This is an optimization exercise on Yosys and OpenROAD, whose aim is a short achievable clock period, few clock cycles per item and low power, not a production implementation.
Function was checked by simulation only, so behaviour that the tests miss may differ from the original.
Power is estimated from default activity; no workload was simulated.

== run A ==
// fmul_pipe
module fmul_pipe
#(
    parameter int EXP   = 8,
    parameter int FRAC  = 23,
    parameter int WIDTH = EXP + FRAC + 1
) (
    input  logic              clk,
    input  logic              rst,
    input  logic              in_valid,
    output logic              in_ready,
    input  logic [WIDTH-1:0]  a,
    input  logic [WIDTH-1:0]  b,
    input  logic [1:0]        round_mode,
    output logic              out_valid,
    input  logic              out_ready,
    output logic [WIDTH-1:0]  r,
    output logic [NFLAGS-1:0] flags
);
Size in the first run: roughly 460 flip-flops, roughly 36000 um2 of cells after synthesis.
Settings: LEC_CHECK=0, ABC_AREA=1, CAP_MARGIN=20, CORE_MARGIN=2, CORE_UTILIZATION=40, CTS_CLUSTER_DIAMETER=150, CTS_CLUSTER_SIZE=20, SETUP_SLACK_MARGIN=4.3, SLEW_MARGIN=20; clock period 8.0 ns.
run.sh (not shown) runs the stock make flow with config.mk's settings and CLKGATE_MAP_FILE= SYNTH_SCRIPT=/design/flow/synth_recipe.tcl, a recipe that flattens the netlist after the stock synthesis.
No stage failed in run A, and the final checks on the layout all came back clean.
Testbench counts of run A, summed over its fixed seeds: cycles 32,032, items 32,000.
Setup changes, run A to run B
diff --git a/flow/config.mk b/flow/config.mk
--- a/flow/config.mk
+++ b/flow/config.mk
@@ -7,5 +7,5 @@
 export LEC_CHECK = 0
 export ABC_AREA = 1
-export CAP_MARGIN = 20
+export CAP_MARGIN = 10
 export CORE_MARGIN = 2
 export CORE_UTILIZATION = 40
@@ -13,3 +13,3 @@
 export CTS_CLUSTER_SIZE = 20
 export SETUP_SLACK_MARGIN = 4.3
-export SLEW_MARGIN = 20
+export SLEW_MARGIN = 10
Comparing run B against run A, there is no change at all in count of clock-buffer cells in the layout. From run B to run A, final area did not move at all. The area occupied by multi-input gates on run A is in line with that on run B. Number of levels the H-tree was split into came out exactly the same in run A and run B. Taking run A as the reference, in run B setup-violating endpoint count in the final report about even; wire length on met2 held steady; total of cells resized after clock tree synthesis ~0 delta.
The following lists how run C was set up differently from run B:
diff --git a/flow/config.mk b/flow/config.mk
--- a/flow/config.mk
+++ b/flow/config.mk
@@ -6,6 +6,5 @@
 export NUM_CORES = 4
 export LEC_CHECK = 0
-export ABC_AREA = 1
-export CAP_MARGIN = 10
+export CAP_MARGIN = 20
 export CORE_MARGIN = 2
 export CORE_UTILIZATION = 40
@@ -13,3 +12,4 @@
 export CTS_CLUSTER_SIZE = 20
 export SETUP_SLACK_MARGIN = 4.3
-export SLEW_MARGIN = 10
+export SLEW_MARGIN = 20
+export TNS_END_PERCENT = 40
==> notes.md <==
- Run C has completed all stages; timing, DRC and antenna checks passed.
- Run C: combinational share of power 0.4 points above run B
- Compared with run B, in run C wire length of the first global-routing pass saw a decrease; power dissipated by switching net loads has decreased; critical path buffer and inverter count lost 1.
- Slowest cell on the critical path: fa_1 -> run B, fa_2 -> run C
Here is what was changed in the inputs of run D compared with run C.
diff --git a/flow/config.mk b/flow/config.mk
--- a/flow/config.mk
+++ b/flow/config.mk
@@ -13,3 +13,2 @@
 export SETUP_SLACK_MARGIN = 4.3
 export SLEW_MARGIN = 20
-export TNS_END_PERCENT = 40
--- outcome ---
- In the final design statistics, run D uses more standard cells in total than run C.
- On via count, run C beats run D.
- Diff run C -> run D | design area | up slightly
- Status: power consumption parity (run C, run D)
- From run C to run D the numbers moved as follows: global-route usage now larger; clock network power comparable; met2 layer wire length in the routed design now larger.

========
## run a
fmul_pipe again, from the RTL that the note above started with.
clock: 8.0 ns
lec_check: 0
cap_margin: 20
core_margin: 2
core_utilization: 40
cts_cluster_diameter: 150
cts_cluster_size: 25
setup_slack_margin: 4.3
slew_margin: 20
Both conditions hold for run a: the flow ran to the end and the final layout passed the timing, design-rule and antenna checks.
Testbench counts of run a, summed over its fixed seeds: cycles 32,032, items 32,000.
--- input diff run a..run b ---
Settings: GPL_ROUTABILITY_DRIVEN newly set to 0; CTS_CLUSTER_SIZE changed from 25 to 20.
Results
Summary of the comparison: fmax is higher in run b, relative to run a.
Comparing routed wire length on met3 for run b and run a, the bigger number came from run a.
Summed area of non-filler cells in the final layout in run b is 160 µm² above run a.
Run b against run a: time the worst path needs with I/O delays and setup has decreased, distinct cell type count of the synthesized netlist has remained practically unchanged.

========
fmul_pipe again, from the RTL that the note above started with.
Settings: LEC_CHECK=0, CAP_MARGIN=20, CORE_MARGIN=2, CORE_UTILIZATION=40, SETUP_SLACK_MARGIN=3.9, SLEW_MARGIN=20; clock period 8.0 ns.
Testbench counts at the start, summed over its fixed seeds: cycles 32,032, items 32,000.
Rerun with:
--- a/flow/config.mk
+++ b/flow/config.mk
@@ -9,4 +9,6 @@
 export CORE_MARGIN = 2
 export CORE_UTILIZATION = 40
-export SETUP_SLACK_MARGIN = 3.9
+export CTS_CLUSTER_DIAMETER = 150
+export CTS_CLUSTER_SIZE = 20
+export SETUP_SLACK_MARGIN = 4.5
 export SLEW_MARGIN = 20
The new run completed with no timing, DRC or antenna violations.
Setup slack gains 310 ps.
Die area stays the same.
Fmax grows by a little under a tenth.
Sequential share of layout area shrinks by 1.7 points.
Global-route usage grows by 0.95 points.
Sequential cell count is unchanged.
Count of clock-buffer cells in the layout shrinks by 22.
Non-clock buffer count grows by 166.

========
fmul_pipe again, from the RTL that the note above started with.
Settings: LEC_CHECK=0, CAP_MARGIN=20, CORE_MARGIN=2, CORE_UTILIZATION=40, CTS_CLUSTER_DIAMETER=150, CTS_CLUSTER_SIZE=20, SETUP_SLACK_MARGIN=4.3, SLEW_MARGIN=20, TNS_END_PERCENT=10; clock period 8.0 ns.
The baseline passed the timing, design-rule and antenna checks.
Testbench counts at the start, summed over its fixed seeds: cycles 32,032, items 32,000.
Next try:
--- a/flow/config.mk
+++ b/flow/config.mk
@@ -7,2 +7,3 @@
 export LEC_CHECK = 0
+export ABC_AREA = 1
 export CAP_MARGIN = 20
@@ -12,4 +13,3 @@
 export CTS_CLUSTER_SIZE = 20
-export SETUP_SLACK_MARGIN = 4.3
+export SETUP_SLACK_MARGIN = 4.45
 export SLEW_MARGIN = 20
-export TNS_END_PERCENT = 10
Result: Cell area goes up by 8.7%. Routed wire length rose by 12%. Clock power stays flat. Count of clock-buffer cells in the layout is unchanged. Sequential share of layout area goes down by 2.0 points. Total power went up by 4.3%. Hold slack hardly moves. Maximum frequency rises by 5.5%. Synthesized cell count grows by 26%. Setup slack is better by 0.20 ns.

re-timing with driven ports:
No port has a modelled driver above. Below, the same layouts with a new extraction and two added sets of constraints. Step 1 assumes that a clkbuf_16 drives the clock port and a buf_2 every other input. Step 2 also shifts input and output timing later by t, the mid clock arrival at the registers, as if the neighbouring blocks saw the same clock. a / b / c = ideal / step 1 / step 2; a / b = the first two.
| run | t (ns) | setup slack, ns | worst setup path at the end | latest minus earliest clock arrival (ns) |
|---|---|---|---|---|
| run A of note 1 | 0.667 | 4.402 / 4.402 / 3.780 | input to register | 0.036 / 0.036 |
| run B of note 1 | 0.667 | 4.402 / 4.402 / 3.780 | input to register | 0.036 / 0.036 |
| run C of note 1 | 0.674 | 4.276 / 4.276 / 3.728 | input to register | 0.044 / 0.044 |
| run D of note 1 | 0.669 | 4.317 / 4.360 / 3.696 | input to register | 0.045 / 0.045 |
| run a of note 2 | 0.663 | 4.235 / 4.235 / 3.682 | input to register | 0.045 / 0.045 |
| run b of note 2 | 0.669 | 4.317 / 4.360 / 3.696 | input to register | 0.045 / 0.045 |
| the first run of note 3 | 0.674 | 3.993 / 3.993 / 3.364 | input to register | 0.032 / 0.032 |
| the second run of note 3 | 0.678 | 4.306 / 4.306 / 3.858 | input to register | 0.028 / 0.028 |
| the first run of note 4 | 0.674 | 4.163 / 4.163 / 3.619 | input to register | 0.042 / 0.042 |
| the second run of note 4 | 0.657 | 4.362 / 4.362 / 3.858 | input to register | 0.045 / 0.046 |
After both steps every run listed still meets setup and hold. The setup slack of the first run of note 3, which loses most, moves by 0.000 ns with the drivers and by -0.629 ns with both steps.
